Context: an optimization exercise on an open-source flow, tuned for small area and a short achievable clock period. The choices shown serve that exercise and are no tape-out recipe. The RTL was checked by simulation tests, not by an equivalence proof against the original design. No run shown here takes its clock network from TritonCTS; it comes from the design's own scripts or RTL. The flow treats the clock pin as an ideal source. Dropping or thinning the clock tree relies on that and would not hold on a real chip. No activity file was given, so power comes from the tool's default toggle rates.

==> flow/design.v, too long to show whole: its modules and the start of the top module <==
// module apb_cordic_regfile: 2535 lines
// module rd_aoi222: 3 lines
// module rd_aoi22: 3 lines
// module rd_nand2: 3 lines
// module rd_nand3: 3 lines
// module rd_nand4: 3 lines
// module rd_nor2: 3 lines
// module rd_nor3: 3 lines
// module rd_inv: 3 lines
// module rd_en: 3 lines
module apb_cordic_regfile #(
    parameter logic [4:0]  RST_XYFRACBASE    = 5'd16,
    parameter logic [4:0]  RST_PHASEFRACBASE = 5'd16,
    parameter logic [31:0] RST_XYBASEONE     = 32'h0001_0000,
    parameter logic [31:0] RST_SCALE_FACTOR  = 32'h0000_9B75
) (
    input  logic          clk,
    input  logic          rst_n,
    input  logic          psel,
    input  logic          penable,
    input  logic          pwrite,
    input  logic [7:0]    paddr,
    input  logic [31:0]   pwdata,
    output logic [31:0]   prdata,
    output logic          pready,
    output logic          pslverr,
    output logic          cordic_start,
    output logic [2:0]    cordic_func,
    output logic [31:0]   a,
    output logic [31:0]   b,
    output logic [31:0]   c,
    output logic [31:0]   d,
    output logic [4:0]    xyfracbase,
    output logic [4:0]    phasefracbase,
    output logic [31:0]   scale_factor,
    output logic [31:0]   xybaseone,
    output logic [1023:0] invtan_flat,
    input  logic [191:0]  res_flat,
    input  logic          write_op,
    output logic          irq
);
  // ...
==> flow/flow/run.sh <==
#!/bin/bash
# Standard ORFS layout with these changes:
#  - after the standard synthesis, the read-mux AOI22 gates are set to their smallest size
#    and its NAND4 gates to the next size up (flow/downsize.tcl);
#  - the port buffers are the smallest plain buffer (buf_1) instead of a delay buffer;
#  - pins may sit one routing track apart, so a smaller die fits all 1499 ports;
#  - the clock tree is built by flow/cts.tcl (two balanced levels of clkbuf_16) instead of
#    TritonCTS, followed by timing repair; ORFS's own steps do everything after it.
set -euo pipefail
RES=orfs/results/${FLOW_PLATFORM}/apb_cordic_regfile/base
VARS=("BUFFER_PORTS_ARGS=-buffer_cell sky130_fd_sc_hd__buf_1"
      "PLACE_PINS_ARGS=-min_distance 1 -min_distance_in_tracks")
bash standard.sh synth > synth.log 2>&1
RESULTS=$RES NAND4=sky130_fd_sc_hd__nand4_2 openroad -no_init -exit flow/downsize.tcl > downsize.log 2>&1
bash standard.sh "${VARS[@]}" place > place.log 2>&1
MK=(make -C "$FLOW_HOME" DESIGN_CONFIG="$PWD/config.mk" WORK_HOME="$PWD/orfs")
export DONT_USE_CELLS="$("${MK[@]}" print-DONT_USE_CELLS | sed -n 's/^DONT_USE_CELLS: //p')"
export SETUP_SLACK_MARGIN="$("${MK[@]}" print-SETUP_SLACK_MARGIN | sed -n 's/^SETUP_SLACK_MARGIN: //p')"
export MATCH_CELL_FOOTPRINT="$("${MK[@]}" print-MATCH_CELL_FOOTPRINT | sed -n 's/^MATCH_CELL_FOOTPRINT: //p')"
export CELL_PAD_IN_SITES_DETAIL_PLACEMENT="$("${MK[@]}" print-CELL_PAD_IN_SITES_DETAIL_PLACEMENT | sed -n 's/^CELL_PAD_IN_SITES_DETAIL_PLACEMENT: //p')"
export PLATFORM_DIR="$FLOW_HOME/platforms/$FLOW_PLATFORM"
export LIB="$PLATFORM_DIR/lib/sky130_fd_sc_hd__tt_025C_1v80.lib"
export NLEAF=80 NROOT=4
RESULTS=$RES openroad -no_init -exit flow/cts.tcl > cts.log 2>&1
bash standard.sh "${VARS[@]}" finish > layout.log 2>&1
==> flow/flow/cts.tcl <==
# Clock tree built directly: the flip-flops are split by recursive bisection of their
# placement into NLEAF equal groups, each driven by one leaf clkbuf_16 at the group's
# centre; the leaves are split the same way into NROOT groups, each driven by one root
# clkbuf_16 that the clock port drives. Then the post-CTS steps: legalise, size up the
# input port buffers that drive many loads, repair_design against a tighter slew target
# (RD_SLEW, used for this repair only), repair timing, legalise.
set R $::env(RESULTS)
read_liberty $::env(LIB)
read_db $R/3_place.odb
read_sdc $R/3_place.sdc
source $::env(PLATFORM_DIR)/setRC.tcl
set_dont_use $::env(DONT_USE_CELLS)

set NLEAF [expr {[info exists ::env(NLEAF)] ? $::env(NLEAF) : 64}]
set NROOT [expr {[info exists ::env(NROOT)] ? $::env(NROOT) : 4}]
set LEAFBUF [expr {[info exists ::env(LEAFBUF)] ? $::env(LEAFBUF) : "sky130_fd_sc_hd__clkbuf_16"}]
set ROOTBUF [expr {[info exists ::env(ROOTBUF)] ? $::env(ROOTBUF) : "sky130_fd_sc_hd__clkbuf_16"}]

set db [ord::get_db]
set block [ord::get_db_block]
set clknet [$block findNet clk]

# sinks: every instance pin on the clock net
set sinks {}
foreach it [$clknet getITerms] {
  set inst [$it getInst]
  set bb [$inst getBBox]
  set x [expr {([$bb xMin] + [$bb xMax]) / 2}]
  set y [expr {([$bb yMin] + [$bb yMax]) / 2}]
  lappend sinks [list $x $y $it]
}
puts "clock sinks: [llength $sinks]"

# recursive bisection into n groups of (nearly) equal size, cutting across the longer side
proc bisect {pts n} {
  if {$n <= 1 || [llength $pts] <= 1} { return [list $pts] }
  set xs [lmap p $pts {lindex $p 0}]
  set ys [lmap p $pts {lindex $p 1}]
  set dx [expr {[tcl::mathfunc::max {*}$xs] - [tcl::mathfunc::min {*}$xs]}]
  set dy [expr {[tcl::mathfunc::max {*}$ys] - [tcl::mathfunc::min {*}$ys]}]
  set k [expr {$dx >= $dy ? 0 : 1}]
  set s [lsort -integer -index $k $pts]
  set nl [expr {$n / 2}]
  set h [expr {([llength $s] * $nl) / $n}]
  return [concat [bisect [lrange $s 0 [expr {$h-1}]] $nl] [bisect [lrange $s $h end] [expr {$n - $nl}]]]
}

proc centre {pts} {
  set sx 0; set sy 0
  foreach p $pts { incr sx [lindex $p 0]; incr sy [lindex $p 1] }
  set n [llength $pts]
  return [list [expr {$sx / $n}] [expr {$sy / $n}]]
}

proc new_buf {block master name x y} {
  set inst [odb::dbInst_create $block $master $name]
  # centre the cell on (x, y)
  set w [$master getWidth]; set h [$master getHeight]
  $inst setLocation [expr {$x - $w/2}] [expr {$y - $h/2}]
  $inst setPlacementStatus PLACED
  return $inst
}

set lm [$db findMaster $LEAFBUF]
set rm [$db findMaster $ROOTBUF]
set groups [bisect $sinks $NLEAF]
set leaves {}
set i 0
foreach g $groups {
  lassign [centre $g] cx cy
  set b [new_buf $block $lm "cts_leaf_$i" $cx $cy]
  set n [odb::dbNet_create $block "clknet_leaf_$i"]
  $n setSigType CLOCK
  foreach p $g {
    set it [lindex $p 2]
    $it disconnect
    $it connect $n
  }
  [$b findITerm X] connect $n
  lappend leaves [list $cx $cy $b]
  incr i
}
set rgroups [bisect $leaves $NROOT]
set i 0
foreach g $rgroups {
  lassign [centre $g] cx cy
  set b [new_buf $block $rm "cts_root_$i" $cx $cy]
  set n [odb::dbNet_create $block "clknet_root_$i"]
  $n setSigType CLOCK
  foreach p $g { [[lindex $p 2] findITerm A] connect $n }
  [$b findITerm X] connect $n
  [$b findITerm A] connect $clknet
  incr i
}
$clknet setSigType CLOCK
puts "leaf buffers: [llength $leaves], root buffers: $i"

set_placement_padding -global -left $::env(CELL_PAD_IN_SITES_DETAIL_PLACEMENT) -right $::env(CELL_PAD_IN_SITES_DETAIL_PLACEMENT)
detailed_placement
set_propagated_clock [all_clocks]
estimate_parasitics -placement
report_clock_latency
# Input port buffers that drive several loads: start them at a useful size (repair_timing
# leaves them alone).
set nup 0
foreach inst [$block getInsts] {
  if {![string match "input*" [$inst getName]]} continue
  set onet [[$inst findITerm X] getNet]
  set fo [llength [$onet getITerms]]
  incr fo -1
  set m ""
  if {$fo > 12} { set m sky130_fd_sc_hd__buf_8 } elseif {$fo > 3} { set m sky130_fd_sc_hd__buf_4 }
  if {$m ne ""} { $inst swapMaster [$db findMaster $m]; incr nup }
}
puts "upsized $nup input buffers"
detailed_placement
estimate_parasitics -placement
puts "before repair: WS [worst_slack -max]"
# Tighter slew target for this repair only (not written to the SDC)
if {[info exists ::env(RD_SLEW)]} {
  set_max_transition $::env(RD_SLEW) [current_design]
  repair_design -slew_margin 0 -cap_margin 20 -match_cell_footprint
  detailed_placement
  estimate_parasitics -placement
  puts "after repair_design: WS [worst_slack -max] area [rsz::design_area]"
}
set margin $::env(SETUP_SLACK_MARGIN)
set steps [expr {[info exists ::env(REPAIR_STEPS)] ? $::env(REPAIR_STEPS) : $margin}]
foreach m $steps {
  set args [list -setup_margin $m -hold_margin 0 -repair_tns 100 -verbose]
  if {$::env(MATCH_CELL_FOOTPRINT)} { lappend args -match_cell_footprint }
  puts "repair_timing $args"
  repair_timing {*}$args
  puts "after margin $m: WS [worst_slack -max] area [rsz::design_area]"
}
detailed_placement
check_placement -verbose
write_db $R/4_1_cts.odb
set f [open $R/3_place.sdc]; set sdc [read $f]; close $f
set f [open $R/4_cts.sdc w]; puts $f $sdc; puts $f "set_propagated_clock \[all_clocks\]"; close $f
==> flow/flow/downsize.tcl <==
# Set the read-mux gates to chosen sizes: AOI22 at the smallest size (timing repair upsizes
# the ones that need it), NAND4 one size up (they drive the longest wires of the mux).
read_db $::env(RESULTS)/1_synth.odb
set db [ord::get_db]
set swap [dict create sky130_fd_sc_hd__a22oi_2 sky130_fd_sc_hd__a22oi_1 sky130_fd_sc_hd__nand4_1 $::env(NAND4)]
set n 0
foreach inst [[ord::get_db_block] getInsts] {
  set m [[$inst getMaster] getName]
  if {[dict exists $swap $m]} { $inst swapMaster [$db findMaster [dict get $swap $m]]; incr n }
}
puts "resized $n read-mux gates"
write_db $::env(RESULTS)/1_synth.odb
==> flow/standard.sh <==
#!/bin/bash
# synth_recipe.tcl (not shown) runs the flow's synth.tcl, then flattens the netlist and writes it again
# the make line also repeats each setting of config.mk as NAME=value (left out here)
make -C /OpenROAD-flow-scripts/flow DESIGN_CONFIG=/design/flow/config.mk WORK_HOME=/design/flow/orfs CLKGATE_MAP_FILE= SYNTH_SCRIPT=/design/flow/synth_recipe.tcl "${@:-finish}"
==> flow/config.mk <==
export PLATFORM = sky130hd
export DESIGN_NAME = apb_cordic_regfile
export DESIGN_NICKNAME = apb_cordic_regfile
export VERILOG_FILES = /design/flow/design.v
export SDC_FILE = /design/flow/constraint.sdc
export NUM_CORES = 4
export LEC_CHECK = 0
export CAP_MARGIN = 20
export CORE_AREA = 5 5 375 375
export DIE_AREA = 0 0 380 380
export SETUP_SLACK_MARGIN = 2.75
export SLEW_MARGIN = 20
export SYNTH_HIERARCHICAL = 1
==> flow/constraint.sdc <==
create_clock -name core_clock -period 5.0 [get_ports {clk}]
set_input_delay 1.0000 -clock core_clock [delete_from_list [all_inputs] [get_ports {clk}]]
set_output_delay 1.0000 -clock core_clock [all_outputs]
set_load 0.01 [all_outputs]
==> results.yml, run 1 <==
sta:
  fin_worst_skew_ns: 0.02583
  worst_slack_ns: 2.736
  hold_ws_ns: 0.5002
  max_freq_ghz: 0.4418
  slew_headroom: 0.2707
worst_setup_path:
  worst_path_max_delay_cell: "edfxtp_1"
  cp.buffers_inverters: 1
  path_cells: "buf_1"
  cp.required_ns: 4.00
  end_kind: "primary output"
  max_stage_delay_ns: 0.36
  cp_max_fo: 2
global_route:
  grt_pass1_vias: 40872
  grt_pass1_wl_mm: 346.1
  gr-usage-met1: 0.4279
  grt_max_degree: 161
  overflow: 0
layout:
  seq_area_frac: 0.6228
  final_cell_mix: "edfxtp_1, buf_1, a22oi_1"
  dominant_cells: "registers"
floorplanning:
  rows: 135
  initial_utilization: 0.4252
power_and_ir_drop:
  static-leakage-power_nw: 23.73
  comb_cell_power_mw: 2.91
run_status:
  status: "no timing/DRC/antenna violations"
worst_hold_path:
  worst_hold_path.num_cells: 3
  holdPathEnd: "rd_part_q[32]"
synthesis:
  synth_nets: 3390
==> run 2: changes to the inputs <==
--- a/flow/config.mk
+++ b/flow/config.mk
@@ -10,3 +10,3 @@
 export DIE_AREA = 0 0 380 380
-export SETUP_SLACK_MARGIN = 2.75
+export SETUP_SLACK_MARGIN = 2.8
 export SLEW_MARGIN = 20
==> run 2 against run 1 <==
  * Largest cell class unchanged
  * Area after synthesis unchanged
  * Clock skew is 0.0012 ns lower
  * Sequential share of layout area is 1.1 points lower
  * Global-route usage fell by 0.19 points
  * Combinational power increased by 6%
  * Core utilization grew 0.97 points
  * Critical path type is now in -> reg
  * Via count grew 0.23%
==> results.yml, run 2 <==
worst_setup_path:
  cp-startpoint: "paddr[4]"
  cp_data_arrival_time_ns: 2.68
  endpoint: "rd_part_q[93]"
  end_kind: "flip-flop"
  r2r_setup_slack_ns: 3.32
  worstRegToRegCells: 6
  worstReg2RegStart: "out_vld"
  critical_path_class: "in -> reg"
  worstSetupStartpointType: "primary input"
  cp.required_ns: 5.45
  cp_max_fo: 11
  reg2reg_to: "rd_part_q[38]"
floorplanning:
  coreArea_um2: 135800
  die-area_um2: 144400
  die_w_um: 380
  dieHeight_um: 380
  initial_utilization: 0.4252
  ios: 1503
  rows: 135
detailed_routing:
  drt_pass1_iterations: 6
  routedWlPerCell_um: 37.64
  ant_nets: 0
  vias: 42900
  drcViolationCount: 0
  vias_per_cell: 6.270
  drt_iter0_drc: 5382
  postRouteWirelength_mm: 257.6
flow_run:
  maxCapViolations: 0
synthesis:
  synthCells: 3152
  syn_area_um2: 57750
  syn_area_per_cell_um2: 18.32
  yosysWarningCount: 11
  synth_nets: 3390
worst_hold_path:
  hold_path_class: "reg -> reg"
placed_design:
  io_buffers: 1499
  gp_congestion: 0.9778
  dp_cells: 6458
  dp_hpwl_mm: 189.7
global_route:
  grt_usage: 0.3373
  grt_pass1_wl_mm: 343.3
  grt_max_degree: 92
  overflow: 0
  grt_pass1_vias: 40649
  antenna_found_initial: 15
power_and_ir_drop:
  power_density_nw_per_um2: 348.5
  irDropWorstVdd_mv: 0.3634
  static-leakage-power_nw: 24.99
layout:
  regMostFlops: "invtan"
  finalNetCount: 5282
  final_util: 0.5502
  mostFrequentLayoutCell: "edfxtp_1"
  top_regs: "invtan x1024, outr x192, rd_part_q x96"
  drive_gt1_frac: 0.3076
  final_cell_mix: "edfxtp_1, buf_1, a22oi_1"
  synthToLayoutAreaGrowth_pct: 29.37
  largest_register_ffs: 1024
  layout.cells.non_filler: 6842
sta:
  fin_worst_skew_ns: 0.02464
  hold_violations: 0
  rsz0062_at_grt: "true"
  min_period_ns: 2.225
  period_share: 0.4449
  slew_headroom: 0.3516
  hold_ws_ns: 0.5134
  setup_viol: 0
  max_freq_ghz: 0.4495
  tightest_slew_ns: 0.9725
  slew_viol_final: 0
  tns_ns: 0
run_status:
  status: "no timing/DRC/antenna violations"
cts:
  clkSlewWorstSetupHoldPaths_ns: 0.10
  insertion_delay_ns: 0.56
-- run 2: metal layers --
| layer | global-route usage | vias to the layer above | share of wire |
|---|---|---|---|
| met5 | 0.01025 | - | 0.00041 |
| met4 | 0.2360 | 4 | 0.092 |
| met3 | 0.1132 | 711 | 0.12 |
| met2 | 0.4844 | 3318 | 0.42 |
| met1 | 0.4307 | 21798 | 0.37 |
| li1 | - | 17069 | - |
-- run 2: power by group --
group	switching (mW)	leakage, nW	internal (mW)	total (mW)
combinational	2.21	9.02	0.876	3.08
sequential	0.668	14.9	15.4	16.1
clock	3.92	1.04	2.94	6.86
-- run 2: critical path, cell delays in order --
cell,delay (ns)
buf_12,0.12
clkinvlp_4,0.19
nand3_4,0.17
buf_12,0.16
buf_4,0.17
nor2_4,0.05
buf_12,0.14
a22oi_1,0.24
nand4_2,0.13
nor3_2,0.29
-- run 2: layout make-up --
type / instances / area [um^2]
Timing Repair Buffer: 1818 / 10420
Tap cell: 1781 / 2228
Buffer: 84 / 2102
Fill cell: 11085 / 61090
Multi-Input combinational cell: 1562 / 14110
Inverter: 9 / 60.06
Sequential cell: 1569 / 45740
Antenna cell: 19 / 47.55
-- run 2: how the worst min path moves through the flow --
stage | from | end | slack, ns | cells after the start
5_1_grt | outr[3][25] | rd_part_q[77] | 0.55 | 3
2_1_floorplan | irq_en | irq_en | 0.46 | 2
3_3_place_gp | out_vld | out_vld | 0.47 | 1
6_report | wsel_q[16] | irq_en | 0.51 | 2
3_5_place_dp | out_vld | out_vld | 0.48 | 1
-- run 2: through the flow --
step / setup slack (ns) / cell area (um^2) / total power, mW
after floorplan: 1.700 / 59260 / 17.17
final: 2.775 / 74710 / 26.04
after global placement: 1.118 / 67370 / 18.95
after detailed placement: 1.069 / 67370 / 18.98
after global routing: 2.728 / 74700 / 26.69

-- afterwards: timing with drivers on the ports --
In the flow no input, the clock included, has a driving cell. The finished layouts below were timed again as built, in two steps.
Step 1 (the two cells are an assumption about what drives the block):
set clk [get_ports {clk}]
set_driving_cell -lib_cell sky130_fd_sc_hd__clkbuf_16 $clk
set_driving_cell -lib_cell sky130_fd_sc_hd__buf_2 [delete_from_list [all_inputs] $clk]
Step 2 times the ports against the registers' clock, not the clock port: input delays grow and output delays shrink by t, the midpoint of the rising clock arrivals with the driver on.
a / b / c = ideal / step 1 / step 2; a / b = the first two.
run | shift t [ns] | slack for setup (ns) | worst register clock-pin slew, ns | worst slew at a driven data input, ns
run 1 | 0.722 | 2.736 / 2.561 / 2.036 | 0.10 / 0.10 | 0.19
run 2 | 0.724 | 2.775 / 2.602 / 2.063 | 0.10 / 0.10 | 0.21
After both steps every run listed still meets setup and hold. For run 2, which loses most, drivers alone change the setup slack by -0.173 ns; drivers and shift together by -0.712 ns.
